Context: an optimization exercise on an open-source flow, tuned for small area and a short achievable clock period. The choices shown serve that exercise and are no tape-out recipe. Function was not checked in any run shown here: the RTL went through the layout flow alone. Power is estimated from default activity; no workload was simulated.

==> flow/design.v, too long to show whole: its modules and the start of the top module <==
// module bsel: 11 lines
// module bsel_aoi: 10 lines
// module bsel_xnor: 8 lines
// module fa: 11 lines
// module ha: 10 lines
// module wallace_mul: 4595 lines
module wallace_mul
(
    input  logic                          clk,
    input  logic                          arst_n,
    input  logic                          in_valid,
    input  logic [mul_pkg::OPERAND_W-1:0] a,
    input  logic [mul_pkg::OPERAND_W-1:0] b,
    output logic                          out_valid,
    output logic [mul_pkg::PRODUCT_W-1:0] product
);
  // ...
==> flow/flow/run.sh <==
#!/bin/bash
set -e
export BUFFER_PORTS_ARGS="-buffer_cell sky130_fd_sc_hd__buf_4"
bash standard.sh > standard.log 2>&1
==> flow/standard.sh <==
#!/bin/bash
# synth_recipe.tcl (not shown) runs the flow's synth.tcl, then flattens the netlist and writes it again
# the make line also repeats each setting of config.mk as NAME=value (left out here)
make -C /OpenROAD-flow-scripts/flow DESIGN_CONFIG=/design/flow/config.mk WORK_HOME=/design/flow/orfs CLKGATE_MAP_FILE= SYNTH_SCRIPT=/design/flow/synth_recipe.tcl "${@:-finish}"
==> flow/config.mk <==
export PLATFORM = sky130hd
export DESIGN_NAME = wallace_mul
export DESIGN_NICKNAME = wallace_mul
export VERILOG_FILES = /design/flow/design.v
export SDC_FILE = /design/flow/constraint.sdc
export NUM_CORES = 4
export LEC_CHECK = 0
export ABC_AREA = 1
export CAP_MARGIN = 20
export CORE_MARGIN = 2
export CORE_UTILIZATION = 40
export SETUP_SLACK_MARGIN = 2.5
export SLEW_MARGIN = 20
export SYNTH_HIERARCHICAL = 1
==> flow/constraint.sdc <==
create_clock -name core_clock -period 5.7 [get_ports {clk}]
set_input_delay 1.1400 -clock core_clock [delete_from_list [all_inputs] [get_ports {clk}]]
set_output_delay 1.1400 -clock core_clock [all_outputs]
set_load 0.01 [all_outputs]
==> run summary, run 1 <==
### Power and ir drop
- sequential-cell power consumption: 6.46 mW
- power density normalized to cell area: 629 nW/um^2
- cell-internal power: 13.9 mW

### Synth
- share of the synthesized area in compound gates (AO/OA/AOI/OAI): 0.139
- Post-Synthesis Cell Area: 36,000 sq um
- count of state elements after synthesis: 510
- proportion of synthesized area in mux cells: 0
- top-area cell type share of the netlist area: 0.282
- main area contributors after synthesis: sky130_fd_sc_hd__dfxtp_1 28%, sky130_fd_sc_hd__fa_1 26%, sky130_fd_sc_hd__xor2_1 12%
- share of the yosys chip area belonging to registers: 0.284

### CTS
- sink count of the clock tree: 510
- Clock transition at path regs: 60 ps
- number of buffers on the longest clock path: 3
- CTS H-tree depth: 2

### Routing
- iteration count of the initial detailed-routing pass: 5
- DRC viols: 0
- routed wire length: 115,000 um
- metal1 wirelength: 47,100 um

### Final layout
- area of the multi-input gates: 23,400 sq um
- number of flip-flops and latches: 510
- register cell area after layout: 10,200 sq um

### STA
- final number of setup-violating endpoints: 0
- fin crit period: 3190 ps
- Max-Slew Margin vs Limit: 0.240

### Critical path
- r2r setup slk: 2680 ps
- slowest stage delay, CP: 550 ps

### Place
- buffers added on ports: 131
- placed wire-length estimate: 78,400 um

### Floorplanning
- Die Y-Extent: 304 um
- number of well taps: 1,165

### Status
- run status: finished clean

### Global routing
- wire length of the first global-routing pass: 170,000 um

==> run 2, diff against run 1 <==
--- a/flow/design.v
+++ b/flow/design.v
@@ -1947,153 +1947,16 @@
     wire s951;
     wire c952;
     wire s953;
     wire c954;
     wire s955;
     wire c956;
     wire s957;
     wire c958;
-    reg r2_r1_bn0;
-    reg r2_r1_pp0_0;
-    reg r2_r1_pp0_1;
-    reg r2_r1_s1;
-    reg r2_r1_s363;
-    reg r2_s603;
-    reg r2_s767;
-    reg r2_s887;
-    reg r2_r1_s367;
-    reg r2_r1_c366;
-    reg r2_c888;
-    reg r2_r1_s369;
-    reg r2_r1_c368;
-    reg r2_r1_c370;
-    reg r2_s605;
-    reg r2_c606;
-    reg r2_s607;
-    reg r2_c608;
-    reg r2_s609;
-    reg r2_c610;
-    reg r2_s611;
-    reg r2_s613;
-    reg r2_s769;
-    reg r2_c770;
-    reg r2_s771;
-    reg r2_c772;
-    reg r2_s773;
-    reg r2_c774;
-    reg r2_s775;
-    reg r2_c776;
-    reg r2_s777;
-    reg r2_c778;
-    reg r2_s779;
-    reg r2_s889;
-    reg r2_c780;
-    reg r2_s891;
-    reg r2_c890;
-    reg r2_s893;
-    reg r2_c892;
-    reg r2_s895;
-    reg r2_c894;
-    reg r2_s897;
-    reg r2_c896;
-    reg r2_s899;
-    reg r2_c898;
-    reg r2_s901;
-    reg r2_c900;
-    reg r2_s903;
-    reg r2_c902;
-    reg r2_s905;
-    reg r2_c904;
-    reg r2_s907;
-    reg r2_c800;
-    reg r2_c906;
-    reg r2_s909;
-    reg r2_s805;
-    reg r2_c908;
-    reg r2_s911;
-    reg r2_s809;
-    reg r2_c910;
-    reg r2_s913;
-    reg r2_s813;
-    reg r2_c912;
-    reg r2_s915;
-    reg r2_s819;
-    reg r2_c914;
-    reg r2_s917;
-    reg r2_c820;
-    reg r2_c916;
-    reg r2_s919;
-    reg r2_s827;
-    reg r2_c918;
-    reg r2_s921;
-    reg r2_s831;
-    reg r2_c920;
-    reg r2_s923;
-    reg r2_s835;
-    reg r2_c922;
-    reg r2_s925;
-    reg r2_s839;
-    reg r2_c924;
-    reg r2_s927;
-    reg r2_c840;
-    reg r2_c926;
-    reg r2_s929;
-    reg r2_s847;
-    reg r2_c928;
-    reg r2_s931;
-    reg r2_c848;
-    reg r2_c930;
-    reg r2_s933;
-    reg r2_s853;
-    reg r2_c932;
-    reg r2_s935;
-    reg r2_c934;
-    reg r2_s937;
-    reg r2_s857;
-    reg r2_c936;
-    reg r2_s939;
-    reg r2_c938;
-    reg r2_s941;
-    reg r2_c860;
-    reg r2_c940;
-    reg r2_s943;
-    reg r2_c942;
-    reg r2_s945;
-    reg r2_c864;
-    reg r2_c944;
-    reg r2_s947;
-    reg r2_c946;
-    reg r2_c868;
-    reg r2_s869;
-    reg r2_c948;
-    reg r2_c870;
-    reg r2_s871;
-    reg r2_s949;
-    reg r2_c874;
-    reg r2_s875;
-    reg r2_c950;
-    reg r2_s951;
-    reg r2_c878;
-    reg r2_s879;
-    reg r2_c952;
-    reg r2_s953;
-    reg r2_c758;
-    reg r2_s759;
-    reg r2_c954;
-    reg r2_s881;
-    reg r2_s955;
-    reg r2_s883;
-    reg r2_c956;
-    reg r2_s957;
-    reg r2_s765;
-    reg r2_c958;
-    reg r2_s885;
-    reg r2_r1_s601;
-    reg r2_c886;
     wire s959;
     wire c960;
     wire s961;
     wire c962;
     wire s963;
     wire c964;
     wire s965;
     wire c966;
@@ -2178,16 +2041,131 @@
     wire s1045;
     wire c1046;
     wire s1047;
     wire c1048;
     wire s1049;
     wire c1050;
     wire s1051;
     wire c1052;
+    reg r2_r1_bn0;
+    reg r2_r1_pp0_0;
+    reg r2_r1_pp0_1;
+    reg r2_r1_s1;
+    reg r2_r1_s363;
+    reg r2_s603;
+    reg r2_s767;
+    reg r2_s887;
+    reg r2_s959;
+    reg r2_s961;
+    reg r2_c960;
+    reg r2_s963;
+    reg r2_c962;
+    reg r2_s965;
+    reg r2_c964;
+    reg r2_s967;
+    reg r2_c966;
+    reg r2_s969;
+    reg r2_c968;
+    reg r2_s971;
+    reg r2_c970;
+    reg r2_s973;
+    reg r2_c972;
+    reg r2_s975;
+    reg r2_c974;
+    reg r2_s977;
+    reg r2_c976;
+    reg r2_s979;
+    reg r2_c978;
+    reg r2_s981;
+    reg r2_c980;
+    reg r2_s983;
+    reg r2_c982;
+    reg r2_s985;
+    reg r2_c984;
+    reg r2_s987;
+    reg r2_c986;
+    reg r2_s989;
+    reg r2_c988;
+    reg r2_s991;
+    reg r2_c990;
+    reg r2_s993;
+    reg r2_c992;
+    reg r2_s995;
+    reg r2_c994;
+    reg r2_s997;
+    reg r2_c996;
+    reg r2_s999;
+    reg r2_c998;
+    reg r2_s1001;
+    reg r2_c1000;
+    reg r2_s1003;
+    reg r2_c1002;
+    reg r2_s1005;
+    reg r2_c1004;
+    reg r2_s1007;
+    reg r2_c1006;
+    reg r2_s1009;
+    reg r2_c1008;
+    reg r2_s1011;
+    reg r2_c1010;
+    reg r2_s1013;
+    reg r2_c1012;
+    reg r2_s1015;
+    reg r2_c1014;
+    reg r2_s1017;
+    reg r2_c1016;
+    reg r2_s1019;
+    reg r2_c1018;
+    reg r2_s1021;
+    reg r2_c1020;
+    reg r2_s1023;
+    reg r2_c1022;
+    reg r2_s1025;
+    reg r2_c1024;
+    reg r2_s1027;
+    reg r2_c1026;
+    reg r2_s1029;
+    reg r2_c1028;
+    reg r2_s1031;
+    reg r2_c1030;
+    reg r2_s1033;
+    reg r2_c1032;
+    reg r2_s1035;
+    reg r2_c1034;
+    reg r2_s1037;
+    reg r2_c1036;
+    reg r2_s1039;
+    reg r2_c1038;
+    reg r2_s1041;
+    reg r2_c1040;
+    reg r2_s1043;
+    reg r2_c1042;
+    reg r2_s1045;
+    reg r2_c1044;
+    reg r2_s949;
+    reg r2_c1046;
+    reg r2_s1047;
+    reg r2_s951;
+    reg r2_c1048;
+    reg r2_s1049;
+    reg r2_s953;
+    reg r2_c1050;
+    reg r2_s1051;
+    reg r2_s881;
+    reg r2_c1052;
+    reg r2_s955;
+    reg r2_s883;
+    reg r2_c956;
+    reg r2_s957;
+    reg r2_s765;
+    reg r2_c958;
+    reg r2_s885;
+    reg r2_r1_s601;
+    reg r2_c886;
     wire [63:0] fx, fy, fsum;
     reg [2:0] vq;
     assign a_q = a;
     assign b_q = b;
     always_ff @(posedge clk or negedge arst_n)
     begin
         if (!arst_n)
             vq <= '0;
@@ -3309,179 +3287,179 @@
     fa u_s943 (.x(s739), .y(c862), .z(s863), .s(s943), .c(c944));
     fa u_s945 (.x(c740), .y(s741), .z(s865), .s(s945), .c(c946));
     fa u_s947 (.x(s743), .y(c866), .z(s867), .s(s947), .c(c948));
     fa u_s949 (.x(s749), .y(s873), .z(c872), .s(s949), .c(c950));
     fa u_s951 (.x(s753), .y(s877), .z(c876), .s(s951), .c(c952));
     fa u_s953 (.x(c756), .y(s757), .z(c880), .s(s953), .c(c954));
     fa u_s955 (.x(c762), .y(s763), .z(c882), .s(s955), .c(c956));
     fa u_s957 (.x(r1_s599), .y(r1_c598), .z(c884), .s(s957), .c(c958));
-    ha u_s959 (.x(r2_r1_s367), .y(r2_r1_c366), .s(s959), .c(c960));
-    ha u_s961 (.x(r2_r1_s369), .y(r2_r1_c368), .s(s961), .c(c962));
-    ha u_s963 (.x(r2_r1_c370), .y(r2_s605), .s(s963), .c(c964));
-    ha u_s965 (.x(r2_c606), .y(r2_s607), .s(s965), .c(c966));
-    ha u_s967 (.x(r2_c608), .y(r2_s609), .s(s967), .c(c968));
-    ha u_s969 (.x(r2_c610), .y(r2_s611), .s(s969), .c(c970));
-    ha u_s971 (.x(r2_s613), .y(r2_s769), .s(s971), .c(c972));
-    ha u_s973 (.x(r2_c770), .y(r2_s771), .s(s973), .c(c974));
-    ha u_s975 (.x(r2_c772), .y(r2_s773), .s(s975), .c(c976));
-    ha u_s977 (.x(r2_c774), .y(r2_s775), .s(s977), .c(c978));
-    ha u_s979 (.x(r2_c776), .y(r2_s777), .s(s979), .c(c980));
-    ha u_s981 (.x(r2_c778), .y(r2_s779), .s(s981), .c(c982));
-    ha u_s983 (.x(r2_s889), .y(r2_c780), .s(s983), .c(c984));
-    ha u_s985 (.x(r2_s891), .y(r2_c890), .s(s985), .c(c986));
-    ha u_s987 (.x(r2_s893), .y(r2_c892), .s(s987), .c(c988));
-    ha u_s989 (.x(r2_s895), .y(r2_c894), .s(s989), .c(c990));
-    ha u_s991 (.x(r2_s897), .y(r2_c896), .s(s991), .c(c992));
-    ha u_s993 (.x(r2_s899), .y(r2_c898), .s(s993), .c(c994));
-    ha u_s995 (.x(r2_s901), .y(r2_c900), .s(s995), .c(c996));
-    ha u_s997 (.x(r2_s903), .y(r2_c902), .s(s997), .c(c998));
-    ha u_s999 (.x(r2_s905), .y(r2_c904), .s(s999), .c(c1000));
-    fa u_s1001 (.x(r2_s907), .y(r2_c800), .z(r2_c906), .s(s1001), .c(c1002));
-    fa u_s1003 (.x(r2_s909), .y(r2_s805), .z(r2_c908), .s(s1003), .c(c1004));
-    fa u_s1005 (.x(r2_s911), .y(r2_s809), .z(r2_c910), .s(s1005), .c(c1006));
-    fa u_s1007 (.x(r2_s913), .y(r2_s813), .z(r2_c912), .s(s1007), .c(c1008));
-    fa u_s1009 (.x(r2_s915), .y(r2_s819), .z(r2_c914), .s(s1009), .c(c1010));
-    fa u_s1011 (.x(r2_s917), .y(r2_c820), .z(r2_c916), .s(s1011), .c(c1012));
-    fa u_s1013 (.x(r2_s919), .y(r2_s827), .z(r2_c918), .s(s1013), .c(c1014));
-    fa u_s1015 (.x(r2_s921), .y(r2_s831), .z(r2_c920), .s(s1015), .c(c1016));
-    fa u_s1017 (.x(r2_s923), .y(r2_s835), .z(r2_c922), .s(s1017), .c(c1018));
-    fa u_s1019 (.x(r2_s925), .y(r2_s839), .z(r2_c924), .s(s1019), .c(c1020));
-    fa u_s1021 (.x(r2_s927), .y(r2_c840), .z(r2_c926), .s(s1021), .c(c1022));
-    fa u_s1023 (.x(r2_s929), .y(r2_s847), .z(r2_c928), .s(s1023), .c(c1024));
-    fa u_s1025 (.x(r2_s931), .y(r2_c848), .z(r2_c930), .s(s1025), .c(c1026));
-    fa u_s1027 (.x(r2_s933), .y(r2_s853), .z(r2_c932), .s(s1027), .c(c1028));
-    ha u_s1029 (.x(r2_s935), .y(r2_c934), .s(s1029), .c(c1030));
-    fa u_s1031 (.x(r2_s937), .y(r2_s857), .z(r2_c936), .s(s1031), .c(c1032));
-    ha u_s1033 (.x(r2_s939), .y(r2_c938), .s(s1033), .c(c1034));
-    fa u_s1035 (.x(r2_s941), .y(r2_c860), .z(r2_c940), .s(s1035), .c(c1036));
-    ha u_s1037 (.x(r2_s943), .y(r2_c942), .s(s1037), .c(c1038));
-    fa u_s1039 (.x(r2_s945), .y(r2_c864), .z(r2_c944), .s(s1039), .c(c1040));
-    ha u_s1041 (.x(r2_s947), .y(r2_c946), .s(s1041), .c(c1042));
-    fa u_s1043 (.x(r2_c868), .y(r2_s869), .z(r2_c948), .s(s1043), .c(c1044));
-    ha u_s1045 (.x(r2_c870), .y(r2_s871), .s(s1045), .c(c1046));
-    ha u_s1047 (.x(r2_c874), .y(r2_s875), .s(s1047), .c(c1048));
-    ha u_s1049 (.x(r2_c878), .y(r2_s879), .s(s1049), .c(c1050));
-    ha u_s1051 (.x(r2_c758), .y(r2_s759), .s(s1051), .c(c1052));
+    fa u_s959 (.x(r1_s367), .y(r1_c366), .z(c888), .s(s959), .c(c960));
+    ha u_s961 (.x(r1_s369), .y(r1_c368), .s(s961), .c(c962));
+    ha u_s963 (.x(r1_c370), .y(s605), .s(s963), .c(c964));
+    ha u_s965 (.x(c606), .y(s607), .s(s965), .c(c966));
+    ha u_s967 (.x(c608), .y(s609), .s(s967), .c(c968));
+    ha u_s969 (.x(c610), .y(s611), .s(s969), .c(c970));
+    ha u_s971 (.x(s613), .y(s769), .s(s971), .c(c972));
+    ha u_s973 (.x(c770), .y(s771), .s(s973), .c(c974));
+    ha u_s975 (.x(c772), .y(s773), .s(s975), .c(c976));
+    ha u_s977 (.x(c774), .y(s775), .s(s977), .c(c978));
+    ha u_s979 (.x(c776), .y(s777), .s(s979), .c(c980));
+    ha u_s981 (.x(c778), .y(s779), .s(s981), .c(c982));
+    ha u_s983 (.x(c780), .y(s889), .s(s983), .c(c984));
+    ha u_s985 (.x(c890), .y(s891), .s(s985), .c(c986));
+    ha u_s987 (.x(c892), .y(s893), .s(s987), .c(c988));
+    ha u_s989 (.x(c894), .y(s895), .s(s989), .c(c990));
+    ha u_s991 (.x(c896), .y(s897), .s(s991), .c(c992));
+    ha u_s993 (.x(c898), .y(s899), .s(s993), .c(c994));
+    ha u_s995 (.x(c900), .y(s901), .s(s995), .c(c996));
+    ha u_s997 (.x(c902), .y(s903), .s(s997), .c(c998));
+    ha u_s999 (.x(c904), .y(s905), .s(s999), .c(c1000));
+    fa u_s1001 (.x(c800), .y(c906), .z(s907), .s(s1001), .c(c1002));
+    fa u_s1003 (.x(s805), .y(c908), .z(s909), .s(s1003), .c(c1004));
+    fa u_s1005 (.x(s809), .y(c910), .z(s911), .s(s1005), .c(c1006));
+    fa u_s1007 (.x(s813), .y(c912), .z(s913), .s(s1007), .c(c1008));
+    fa u_s1009 (.x(s819), .y(c914), .z(s915), .s(s1009), .c(c1010));
+    fa u_s1011 (.x(c820), .y(c916), .z(s917), .s(s1011), .c(c1012));
+    fa u_s1013 (.x(s827), .y(c918), .z(s919), .s(s1013), .c(c1014));
+    fa u_s1015 (.x(s831), .y(c920), .z(s921), .s(s1015), .c(c1016));
+    fa u_s1017 (.x(s835), .y(c922), .z(s923), .s(s1017), .c(c1018));
+    fa u_s1019 (.x(s839), .y(s925), .z(c924), .s(s1019), .c(c1020));
+    fa u_s1021 (.x(c840), .y(c926), .z(s927), .s(s1021), .c(c1022));
+    fa u_s1023 (.x(s847), .y(c928), .z(s929), .s(s1023), .c(c1024));
+    fa u_s1025 (.x(c848), .y(c930), .z(s931), .s(s1025), .c(c1026));
+    fa u_s1027 (.x(s853), .y(s933), .z(c932), .s(s1027), .c(c1028));
+    ha u_s1029 (.x(c934), .y(s935), .s(s1029), .c(c1030));
+    fa u_s1031 (.x(s857), .y(s937), .z(c936), .s(s1031), .c(c1032));
+    ha u_s1033 (.x(c938), .y(s939), .s(s1033), .c(c1034));
+    fa u_s1035 (.x(c860), .y(s941), .z(c940), .s(s1035), .c(c1036));
+    ha u_s1037 (.x(c942), .y(s943), .s(s1037), .c(c1038));
+    fa u_s1039 (.x(c864), .y(s945), .z(c944), .s(s1039), .c(c1040));
+    ha u_s1041 (.x(c946), .y(s947), .s(s1041), .c(c1042));
+    fa u_s1043 (.x(c868), .y(s869), .z(c948), .s(s1043), .c(c1044));
+    ha u_s1045 (.x(c870), .y(s871), .s(s1045), .c(c1046));
+    fa u_s1047 (.x(c874), .y(s875), .z(c950), .s(s1047), .c(c1048));
+    fa u_s1049 (.x(c878), .y(s879), .z(c952), .s(s1049), .c(c1050));
+    fa u_s1051 (.x(c758), .y(s759), .z(c954), .s(s1051), .c(c1052));
     assign fx[0] = r2_r1_bn0;
     assign fy[0] = r2_r1_pp0_0;
     assign fx[1] = r2_r1_pp0_1;
     assign fy[1] = 1'b0;
     assign fx[2] = r2_r1_s1;
     assign fy[2] = 1'b0;
     assign fx[3] = r2_r1_s363;
     assign fy[3] = 1'b0;
     assign fx[4] = r2_s603;
     assign fy[4] = 1'b0;
     assign fx[5] = r2_s767;
     assign fy[5] = 1'b0;
     assign fx[6] = r2_s887;
     assign fy[6] = 1'b0;
-    assign fx[7] = s959;
-    assign fy[7] = r2_c888;
-    assign fx[8] = s961;
-    assign fy[8] = c960;
-    assign fx[9] = s963;
-    assign fy[9] = c962;
-    assign fx[10] = s965;
-    assign fy[10] = c964;
-    assign fx[11] = s967;
-    assign fy[11] = c966;
-    assign fx[12] = s969;
-    assign fy[12] = c968;
-    assign fx[13] = s971;
-    assign fy[13] = c970;
-    assign fx[14] = s973;
-    assign fy[14] = c972;
-    assign fx[15] = s975;
-    assign fy[15] = c974;
-    assign fx[16] = s977;
-    assign fy[16] = c976;
-    assign fx[17] = s979;
-    assign fy[17] = c978;
-    assign fx[18] = s981;
-    assign fy[18] = c980;
-    assign fx[19] = s983;
-    assign fy[19] = c982;
-    assign fx[20] = s985;
-    assign fy[20] = c984;
-    assign fx[21] = s987;
-    assign fy[21] = c986;
-    assign fx[22] = s989;
-    assign fy[22] = c988;
-    assign fx[23] = s991;
-    assign fy[23] = c990;
-    assign fx[24] = s993;
-    assign fy[24] = c992;
-    assign fx[25] = s995;
-    assign fy[25] = c994;
-    assign fx[26] = s997;
-    assign fy[26] = c996;
-    assign fx[27] = s999;
-    assign fy[27] = c998;
-    assign fx[28] = s1001;
-    assign fy[28] = c1000;
-    assign fx[29] = s1003;
-    assign fy[29] = c1002;
-    assign fx[30] = s1005;
-    assign fy[30] = c1004;
-    assign fx[31] = s1007;
-    assign fy[31] = c1006;
-    assign fx[32] = s1009;
-    assign fy[32] = c1008;
-    assign fx[33] = s1011;
-    assign fy[33] = c1010;
-    assign fx[34] = s1013;
-    assign fy[34] = c1012;
-    assign fx[35] = s1015;
-    assign fy[35] = c1014;
-    assign fx[36] = s1017;
-    assign fy[36] = c1016;
-    assign fx[37] = s1019;
-    assign fy[37] = c1018;
-    assign fx[38] = s1021;
-    assign fy[38] = c1020;
-    assign fx[39] = s1023;
-    assign fy[39] = c1022;
-    assign fx[40] = s1025;
-    assign fy[40] = c1024;
-    assign fx[41] = s1027;
-    assign fy[41] = c1026;
-    assign fx[42] = s1029;
-    assign fy[42] = c1028;
-    assign fx[43] = s1031;
-    assign fy[43] = c1030;
-    assign fx[44] = s1033;
-    assign fy[44] = c1032;
-    assign fx[45] = s1035;
-    assign fy[45] = c1034;
-    assign fx[46] = s1037;
-    assign fy[46] = c1036;
-    assign fx[47] = s1039;
-    assign fy[47] = c1038;
-    assign fx[48] = s1041;
-    assign fy[48] = c1040;
-    assign fx[49] = s1043;
-    assign fy[49] = c1042;
-    assign fx[50] = s1045;
-    assign fy[50] = c1044;
+    assign fx[7] = r2_s959;
+    assign fy[7] = 1'b0;
+    assign fx[8] = r2_s961;
+    assign fy[8] = r2_c960;
+    assign fx[9] = r2_s963;
+    assign fy[9] = r2_c962;
+    assign fx[10] = r2_s965;
+    assign fy[10] = r2_c964;
+    assign fx[11] = r2_s967;
+    assign fy[11] = r2_c966;
+    assign fx[12] = r2_s969;
+    assign fy[12] = r2_c968;
+    assign fx[13] = r2_s971;
+    assign fy[13] = r2_c970;
+    assign fx[14] = r2_s973;
+    assign fy[14] = r2_c972;
+    assign fx[15] = r2_s975;
+    assign fy[15] = r2_c974;
+    assign fx[16] = r2_s977;
+    assign fy[16] = r2_c976;
+    assign fx[17] = r2_s979;
+    assign fy[17] = r2_c978;
+    assign fx[18] = r2_s981;
+    assign fy[18] = r2_c980;
+    assign fx[19] = r2_s983;
+    assign fy[19] = r2_c982;
+    assign fx[20] = r2_s985;
+    assign fy[20] = r2_c984;
+    assign fx[21] = r2_s987;
+    assign fy[21] = r2_c986;
+    assign fx[22] = r2_s989;
+    assign fy[22] = r2_c988;
+    assign fx[23] = r2_s991;
+    assign fy[23] = r2_c990;
+    assign fx[24] = r2_s993;
+    assign fy[24] = r2_c992;
+    assign fx[25] = r2_s995;
+    assign fy[25] = r2_c994;
+    assign fx[26] = r2_s997;
+    assign fy[26] = r2_c996;
+    assign fx[27] = r2_s999;
+    assign fy[27] = r2_c998;
+    assign fx[28] = r2_s1001;
+    assign fy[28] = r2_c1000;
+    assign fx[29] = r2_s1003;
+    assign fy[29] = r2_c1002;
+    assign fx[30] = r2_s1005;
+    assign fy[30] = r2_c1004;
+    assign fx[31] = r2_s1007;
+    assign fy[31] = r2_c1006;
+    assign fx[32] = r2_s1009;
+    assign fy[32] = r2_c1008;
+    assign fx[33] = r2_s1011;
+    assign fy[33] = r2_c1010;
+    assign fx[34] = r2_s1013;
+    assign fy[34] = r2_c1012;
+    assign fx[35] = r2_s1015;
+    assign fy[35] = r2_c1014;
+    assign fx[36] = r2_s1017;
+    assign fy[36] = r2_c1016;
+    assign fx[37] = r2_s1019;
+    assign fy[37] = r2_c1018;
+    assign fx[38] = r2_s1021;
+    assign fy[38] = r2_c1020;
+    assign fx[39] = r2_s1023;
+    assign fy[39] = r2_c1022;
+    assign fx[40] = r2_s1025;
+    assign fy[40] = r2_c1024;
+    assign fx[41] = r2_s1027;
+    assign fy[41] = r2_c1026;
+    assign fx[42] = r2_s1029;
+    assign fy[42] = r2_c1028;
+    assign fx[43] = r2_s1031;
+    assign fy[43] = r2_c1030;
+    assign fx[44] = r2_s1033;
+    assign fy[44] = r2_c1032;
+    assign fx[45] = r2_s1035;
+    assign fy[45] = r2_c1034;
+    assign fx[46] = r2_s1037;
+    assign fy[46] = r2_c1036;
+    assign fx[47] = r2_s1039;
+    assign fy[47] = r2_c1038;
+    assign fx[48] = r2_s1041;
+    assign fy[48] = r2_c1040;
+    assign fx[49] = r2_s1043;
+    assign fy[49] = r2_c1042;
+    assign fx[50] = r2_s1045;
+    assign fy[50] = r2_c1044;
     assign fx[51] = r2_s949;
-    assign fy[51] = c1046;
-    assign fx[52] = s1047;
-    assign fy[52] = r2_c950;
+    assign fy[51] = r2_c1046;
+    assign fx[52] = r2_s1047;
+    assign fy[52] = 1'b0;
     assign fx[53] = r2_s951;
-    assign fy[53] = c1048;
-    assign fx[54] = s1049;
-    assign fy[54] = r2_c952;
+    assign fy[53] = r2_c1048;
+    assign fx[54] = r2_s1049;
+    assign fy[54] = 1'b0;
     assign fx[55] = r2_s953;
-    assign fy[55] = c1050;
-    assign fx[56] = s1051;
-    assign fy[56] = r2_c954;
+    assign fy[55] = r2_c1050;
+    assign fx[56] = r2_s1051;
+    assign fy[56] = 1'b0;
     assign fx[57] = r2_s881;
-    assign fy[57] = c1052;
+    assign fy[57] = r2_c1052;
     assign fx[58] = r2_s955;
     assign fy[58] = 1'b0;
     assign fx[59] = r2_s883;
     assign fy[59] = r2_c956;
     assign fx[60] = r2_s957;
     assign fy[60] = 1'b0;
     assign fx[61] = r2_s765;
     assign fy[61] = r2_c958;
@@ -4508,136 +4486,114 @@
         r2_r1_bn0 <= r1_bn0;
         r2_r1_pp0_0 <= r1_pp0_0;
         r2_r1_pp0_1 <= r1_pp0_1;
         r2_r1_s1 <= r1_s1;
         r2_r1_s363 <= r1_s363;
         r2_s603 <= s603;
         r2_s767 <= s767;
         r2_s887 <= s887;
-        r2_r1_s367 <= r1_s367;
-        r2_r1_c366 <= r1_c366;
-        r2_c888 <= c888;
-        r2_r1_s369 <= r1_s369;
-        r2_r1_c368 <= r1_c368;
-        r2_r1_c370 <= r1_c370;
-        r2_s605 <= s605;
-        r2_c606 <= c606;
-        r2_s607 <= s607;
-        r2_c608 <= c608;
-        r2_s609 <= s609;
-        r2_c610 <= c610;
-        r2_s611 <= s611;
-        r2_s613 <= s613;
-        r2_s769 <= s769;
-        r2_c770 <= c770;
-        r2_s771 <= s771;
-        r2_c772 <= c772;
-        r2_s773 <= s773;
-        r2_c774 <= c774;
-        r2_s775 <= s775;
-        r2_c776 <= c776;
-        r2_s777 <= s777;
-        r2_c778 <= c778;
-        r2_s779 <= s779;
-        r2_s889 <= s889;
-        r2_c780 <= c780;
-        r2_s891 <= s891;
-        r2_c890 <= c890;
-        r2_s893 <= s893;
-        r2_c892 <= c892;
-        r2_s895 <= s895;
-        r2_c894 <= c894;
-        r2_s897 <= s897;
-        r2_c896 <= c896;
-        r2_s899 <= s899;
-        r2_c898 <= c898;
-        r2_s901 <= s901;
-        r2_c900 <= c900;
-        r2_s903 <= s903;
-        r2_c902 <= c902;
-        r2_s905 <= s905;
-        r2_c904 <= c904;
-        r2_s907 <= s907;
-        r2_c800 <= c800;
-        r2_c906 <= c906;
-        r2_s909 <= s909;
-        r2_s805 <= s805;
-        r2_c908 <= c908;
-        r2_s911 <= s911;
-        r2_s809 <= s809;
-        r2_c910 <= c910;
-        r2_s913 <= s913;
-        r2_s813 <= s813;
-        r2_c912 <= c912;
-        r2_s915 <= s915;
-        r2_s819 <= s819;
-        r2_c914 <= c914;
-        r2_s917 <= s917;
-        r2_c820 <= c820;
-        r2_c916 <= c916;
-        r2_s919 <= s919;
-        r2_s827 <= s827;
-        r2_c918 <= c918;
-        r2_s921 <= s921;
-        r2_s831 <= s831;
-        r2_c920 <= c920;
-        r2_s923 <= s923;
-        r2_s835 <= s835;
-        r2_c922 <= c922;
-        r2_s925 <= s925;
-        r2_s839 <= s839;
-        r2_c924 <= c924;
-        r2_s927 <= s927;
-        r2_c840 <= c840;
-        r2_c926 <= c926;
-        r2_s929 <= s929;
-        r2_s847 <= s847;
-        r2_c928 <= c928;
-        r2_s931 <= s931;
-        r2_c848 <= c848;
-        r2_c930 <= c930;
-        r2_s933 <= s933;
-        r2_s853 <= s853;
-        r2_c932 <= c932;
-        r2_s935 <= s935;
-        r2_c934 <= c934;
-        r2_s937 <= s937;
-        r2_s857 <= s857;
-        r2_c936 <= c936;
-        r2_s939 <= s939;
-        r2_c938 <= c938;
-        r2_s941 <= s941;
-        r2_c860 <= c860;
-        r2_c940 <= c940;
-        r2_s943 <= s943;
-        r2_c942 <= c942;
-        r2_s945 <= s945;
-        r2_c864 <= c864;
-        r2_c944 <= c944;
-        r2_s947 <= s947;
-        r2_c946 <= c946;
-        r2_c868 <= c868;
-        r2_s869 <= s869;
-        r2_c948 <= c948;
-        r2_c870 <= c870;
-        r2_s871 <= s871;
+        r2_s959 <= s959;
+        r2_s961 <= s961;
+        r2_c960 <= c960;
+        r2_s963 <= s963;
+        r2_c962 <= c962;
+        r2_s965 <= s965;
+        r2_c964 <= c964;
+        r2_s967 <= s967;
+        r2_c966 <= c966;
+        r2_s969 <= s969;
+        r2_c968 <= c968;
+        r2_s971 <= s971;
+        r2_c970 <= c970;
+        r2_s973 <= s973;
+        r2_c972 <= c972;
+        r2_s975 <= s975;
+        r2_c974 <= c974;
+        r2_s977 <= s977;
+        r2_c976 <= c976;
+        r2_s979 <= s979;
+        r2_c978 <= c978;
+        r2_s981 <= s981;
+        r2_c980 <= c980;
+        r2_s983 <= s983;
+        r2_c982 <= c982;
+        r2_s985 <= s985;
+        r2_c984 <= c984;
+        r2_s987 <= s987;
+        r2_c986 <= c986;
+        r2_s989 <= s989;
+        r2_c988 <= c988;
+        r2_s991 <= s991;
+        r2_c990 <= c990;
+        r2_s993 <= s993;
+        r2_c992 <= c992;
+        r2_s995 <= s995;
+        r2_c994 <= c994;
+        r2_s997 <= s997;
+        r2_c996 <= c996;
+        r2_s999 <= s999;
+        r2_c998 <= c998;
+        r2_s1001 <= s1001;
+        r2_c1000 <= c1000;
+        r2_s1003 <= s1003;
+        r2_c1002 <= c1002;
+        r2_s1005 <= s1005;
+        r2_c1004 <= c1004;
+        r2_s1007 <= s1007;
+        r2_c1006 <= c1006;
+        r2_s1009 <= s1009;
+        r2_c1008 <= c1008;
+        r2_s1011 <= s1011;
+        r2_c1010 <= c1010;
+        r2_s1013 <= s1013;
+        r2_c1012 <= c1012;
+        r2_s1015 <= s1015;
+        r2_c1014 <= c1014;
+        r2_s1017 <= s1017;
+        r2_c1016 <= c1016;
+        r2_s1019 <= s1019;
+        r2_c1018 <= c1018;
+        r2_s1021 <= s1021;
+        r2_c1020 <= c1020;
+        r2_s1023 <= s1023;
+        r2_c1022 <= c1022;
+        r2_s1025 <= s1025;
+        r2_c1024 <= c1024;
+        r2_s1027 <= s1027;
+        r2_c1026 <= c1026;
+        r2_s1029 <= s1029;
+        r2_c1028 <= c1028;
+        r2_s1031 <= s1031;
+        r2_c1030 <= c1030;
+        r2_s1033 <= s1033;
+        r2_c1032 <= c1032;
+        r2_s1035 <= s1035;
+        r2_c1034 <= c1034;
+        r2_s1037 <= s1037;
+        r2_c1036 <= c1036;
+        r2_s1039 <= s1039;
+        r2_c1038 <= c1038;
+        r2_s1041 <= s1041;
+        r2_c1040 <= c1040;
+        r2_s1043 <= s1043;
+        r2_c1042 <= c1042;
+        r2_s1045 <= s1045;
+        r2_c1044 <= c1044;
         r2_s949 <= s949;
-        r2_c874 <= c874;
-        r2_s875 <= s875;
-        r2_c950 <= c950;
+        r2_c1046 <= c1046;
+        r2_s1047 <= s1047;
         r2_s951 <= s951;
-        r2_c878 <= c878;
-        r2_s879 <= s879;
-        r2_c952 <= c952;
+        r2_c1048 <= c1048;
+        r2_s1049 <= s1049;
         r2_s953 <= s953;
-        r2_c758 <= c758;
-        r2_s759 <= s759;
-        r2_c954 <= c954;
+        r2_c1050 <= c1050;
+        r2_s1051 <= s1051;
         r2_s881 <= s881;
+        r2_c1052 <= c1052;
         r2_s955 <= s955;
         r2_s883 <= s883;
         r2_c956 <= c956;
         r2_s957 <= s957;
         r2_s765 <= s765;
         r2_c958 <= c958;
         r2_s885 <= s885;
         r2_r1_s601 <= r1_s601;
==> flow/config.mk (replaced) <==
export PLATFORM = sky130hd
export DESIGN_NAME = wallace_mul
export DESIGN_NICKNAME = wallace_mul
export VERILOG_FILES = /design/flow/design.v
export SDC_FILE = /design/flow/constraint.sdc
export NUM_CORES = 4
export LEC_CHECK = 0
export ABC_AREA = 1
export CAP_MARGIN = 20
export CORE_MARGIN = 2
export CORE_UTILIZATION = 40
export SETUP_SLACK_MARGIN = 2.6
export SLEW_MARGIN = 20
export SYNTH_HIERARCHICAL = 1
==> run summary, run 2 <==
### CTS
- cts bufs inserted: 54
- latest clock arrival within the worst-skew pair: 650 ps
- TritonCTS clock tree: built
- Clock transition at path regs: 60 ps, about the same
- sink count of the clock tree: 488, -4.3%
- clock root buffer master: sky130_fd_sc_hd__clkbuf_16
- number of buffers on the longest clock path: 3, unchanged
- CTS H-tree depth: 2, unchanged

### Power and ir drop
- fraction of power spent switching nets: 0.434
- worst ir drop on vdd: 511 uV
- switching power total: 10.5 mW
- sequential share of power: 0.259
- clock network power share: 0.167
- Combinational Power Share: 0.574
- cell-internal power: 13.7 mW, -1.1%
- leak pwr: 17.1 nW
- total power: 24.3 mW
- power density normalized to cell area: 614 nW/um^2, -2.3%

### Synth
- syn_area_per_cell: 10.9 sq um
- post-synthesis async set-or-reset flop share: 0.00615
- Yosys warnings: 7
- cell type with the largest total area after synthesis: sky130_fd_sc_hd__dfxtp_1
- Post-Synthesis Cell Area: 35,500 sq um, -1.1%
- main area contributors after synthesis: sky130_fd_sc_hd__dfxtp_1 27%, sky130_fd_sc_hd__fa_1 27%, sky130_fd_sc_hd__xor2_1 13%
- share of the yosys chip area belonging to registers: 0.275, -0.00911
- count of state elements after synthesis: 488, -4.3%
- Cell variety after synth: 34
- ys flop type: sky130_fd_sc_hd__dfxtp_1
- top-area cell type share of the netlist area: 0.273, -0.00913
- number of synthesized flops with an enable pin: 0
- most frequent cells after synthesis: 512 x sky130_fd_sc_hd__xor2_1, 485 x sky130_fd_sc_hd__dfxtp_1, 476 x sky130_fd_sc_hd__fa_1, 345 x sky130_fd_sc_hd__nand2_1, 255 x sky130_fd_sc_hd__inv_1
- leading cell type by number of instances after synthesis: sky130_fd_sc_hd__xor2_1
- post-synthesis instance total: 3,253

### Critical path
- r2r setup slk: 2930 ps, +250 ps
- crit path cell chain: buf_4 -> inv_2 -> o22ai_1 -> xor2_1 -> fa_1 -> fa_1
- data arrival time at the worst-slack endpoint: 3650 ps
- standard cell with the maximum stage delay on the critical path: sky130_fd_sc_hd__inv_2
- dominant cell type by count on the critical path: sky130_fd_sc_hd__fa_1
- Worst Setup Start Kind: input pin
- required time of the worst setup path: 6200 ps
- length in cells of the worst reg-to-reg path: 15
- slowest stage delay, CP: 780 ps, +230 ps
- largest fanout on the critical path: 32
- type of destination of the critical path: flip-flop
- Reg2Reg Capture Point: p_q[49]
- Setup Crit Path Kind: input pin to flip-flop
- FF-to-FF Start: r2_r1_pp0_1

### Final layout
- largest registers: p_q: 64 flops, vq: 3 flops
- layout cell share with drive strength beyond 1: 0.191
- net total in the final layout: 3,946
- Layout area overhead: 11.1%
- # fillers: 8,149
- most common library cell in the layout ignoring fill and taps: sky130_fd_sc_hd__xor2_1
- most frequent cells in the layout: 512 x sky130_fd_sc_hd__xor2_1, 485 x sky130_fd_sc_hd__dfxtp_1, 476 x sky130_fd_sc_hd__fa_1
- number of inserted diodes: 0
- Largest register FFs: 64
- post-route cell area: 39,500 sq um
- Top reg by flops: p_q

### Place
- placed wire-length estimate: 78,100 um, -0.44%
- buffers added on ports: 131, unchanged
- dpl cell area: 37,000 sq um
- setup slack after placement: 1360 ps
- placer congestion estimate: 0.884

### STA
- fin crit period: 3150 ps, -38.6 ps
- Max-Slew Margin vs Limit: 0.238, -0.00129
- highest achievable clock rate: 318 MHz
- final number of setup-violating endpoints: 0, unchanged
- pins over their slew limit: 0
- post-route setup slack: 2550 ps
- aggregate negative setup slack: 0 ps
- final count of hold timing violations: 0
- part of the cycle the worst path needs: 0.552
- worst slew pin tran: 1140 ps
- worst clock skew on the final layout: 30.8 ps
- RSZ-0062 raised after global routing: no

### Routing
- routed wire length: 116,000 um, +1.4%
- via-per-instance ratio: 5.46
- number of vias in the routed layout: 24,400
- remaining number of nets flagged by the antenna check after routing: 0
- DRC viols: 0, unchanged
- iteration-0 DRC count of the detailed router: 2,386
- iteration count of the initial detailed-routing pass: 5, unchanged
- Avg WL per Cell: 26.0 um

### Global routing
- met2 capacity usage during global routing: 0.395
- sum of overflow across all layers after global routing: 0
- wire length of the first global-routing pass: 170,000 um, about the same
- antenna violations before repair: 1
- routing usage on met3: 0.0625
- gr busiest metal: met2
- maximum number of pins on one net before global-route repair: 57
- met1 capacity usage during global routing: 0.340
- total global routing track utilization: 0.254
- vias in the first global route: 25,400

### Floorplanning
- core region area: 88,200 sq um
- width of the die: 302 um
- I/O pin count: 132
- Die Y-Extent: 302 um, -0.56%
- DIE AREA: 91,300 sq um
- effective utilization at floorplan: 0.403
- total number of placement rows: 109

### Status
- run status: finished clean

### Job
- Maximum Capacitance Violations: 0

### Hold path
- Tightest Hold Check Type: input pin to async pin

run 2: cell count changes after synthesis:
cell                      change
sky130_fd_sc_hd__dfxtp_1     -22
sky130_fd_sc_hd__ha_1         -4
sky130_fd_sc_hd__fa_1         +4
run 2: per-module statistics from Yosys, one instance, submodules excluded:
module / flops+latches / copies in the design / area, sq um / cells inside
wallace_mul: 488 / 1 / 24800 / 2679
fa: 0 / 476 / 20.0 / 1
ha: 0 / 98 / 12.5 / 1
run 2: layer usage:
layer  vias up  wire (um)
li1      10600          -
met1     12300      48600
met2      1265      52400
met3       274      10500
met4         2       4650
met5         -         13
run 2: layout make-up:
type | instances | area (sq um) | area share
Timing Repair Buffer | 195 | 1710 | 0.0433
Sequential cell | 488 | 9780 | 0.248
Tap cell | 1165 | 1460 | 0.0369
Clock buffer | 65 | 1440 | 0.0366
Clock inverter | 37 | 602 | 0.0152
Multi-Input combinational cell | 2249 | 23500 | 0.594
Inverter | 269 | 1030 | 0.0261
run 2: power by group through the flow:
stage	Sequential [mW]	Clock [mW]	Combinational, mW
after CTS	6.28	4.11	13.9
after global placement	6.33	0	13.5
final	6.29	4.05	13.9
after floorplan	6.13	0	8.56
after global routing	6.42	4.24	15.7
after detailed placement	6.34	0	13.8
run 2: cells by family (layout without fill, tap and decap cells):
logic type | after synthesis | in the layout | synth area share
AO/OA/AOI/OAI | 556 | 557 | 0.141
XOR/XNOR | 543 | 543 | 0.134
adder cells (fa/ha/maj) | 622 | 622 | 0.320
buffers and inverters | 530 | 566 | 0.0716
flip-flops | 488 | 488 | 0.275
other | 1 | 13 | 0.000106
AND/OR/NAND/NOR | 513 | 514 | 0.0589
run 2: repair_timing:
item,in CTS,in global routing
buffers inserted,6,0
gates resized for setup,45,34
pin swaps,1,1
endpoints found under the setup margin,235,131
cloned,1,1
hold buffers,0,0
run 2: how the worst max path moves through the flow:
stage | start | end | slack, ps | cells after the start
after global routing | b[7] | r1_s407 | 2600 | 9
after CTS | b[1] | r1_s455 | 2600 | 8
after global placement | b[19] | r1_s517 | 1360 | 8
final | a[14] | r1_s485 | 2550 | 6
after floorplan | b[17] | r1_s465 | 2570 | 9
after detailed placement | b[19] | r1_s529 | 1360 | 8
run 2: through the flow:
step / hold WS, ps / std cells / util
after floorplan: 310 / 3265 / -
after global placement: 312 / 4358 / 0.420
after detailed placement: 312 / 4358 / 0.420
after CTS: 256 / 4467 / 0.446
after global routing: 263 / 4468 / 0.448
final: 299 / 4468 / 0.448
run 2: worst max-delay path: cells and delay by family:
kind,cells,cell delay (ps)
AOI/OAI and AO/OA,1,240
xor gates and xnor gates,1,230
adders and majority gates,2,1110
buffers and inverters,2,900

## what the ideal ports hide
No port has a modelled driver above. Below, the same layouts with a new extraction and two added sets of constraints. Step 1 assumes that a clkbuf_16 drives the clock port and a buf_2 every other input. Step 2, shift: input delay + t, output delay - t, t = (earliest + latest rising clock arrival at the registers) / 2. This alone moves slack from input paths to output paths. Three values: no drivers, after step 1, after step 2; two values: the first two.
run	t (ns)	setup WS [ns]	clock arrival spread, ns
run 1	0.717	2.513 / 2.547 / 1.830	0.034 / 0.034
run 2	0.699	2.551 / 2.591 / 1.892	0.032 / 0.032
After both steps setup and hold are still met in every run listed. The setup slack of run 1, which loses most, moves by +0.034 ns with the drivers and by -0.683 ns with both steps.
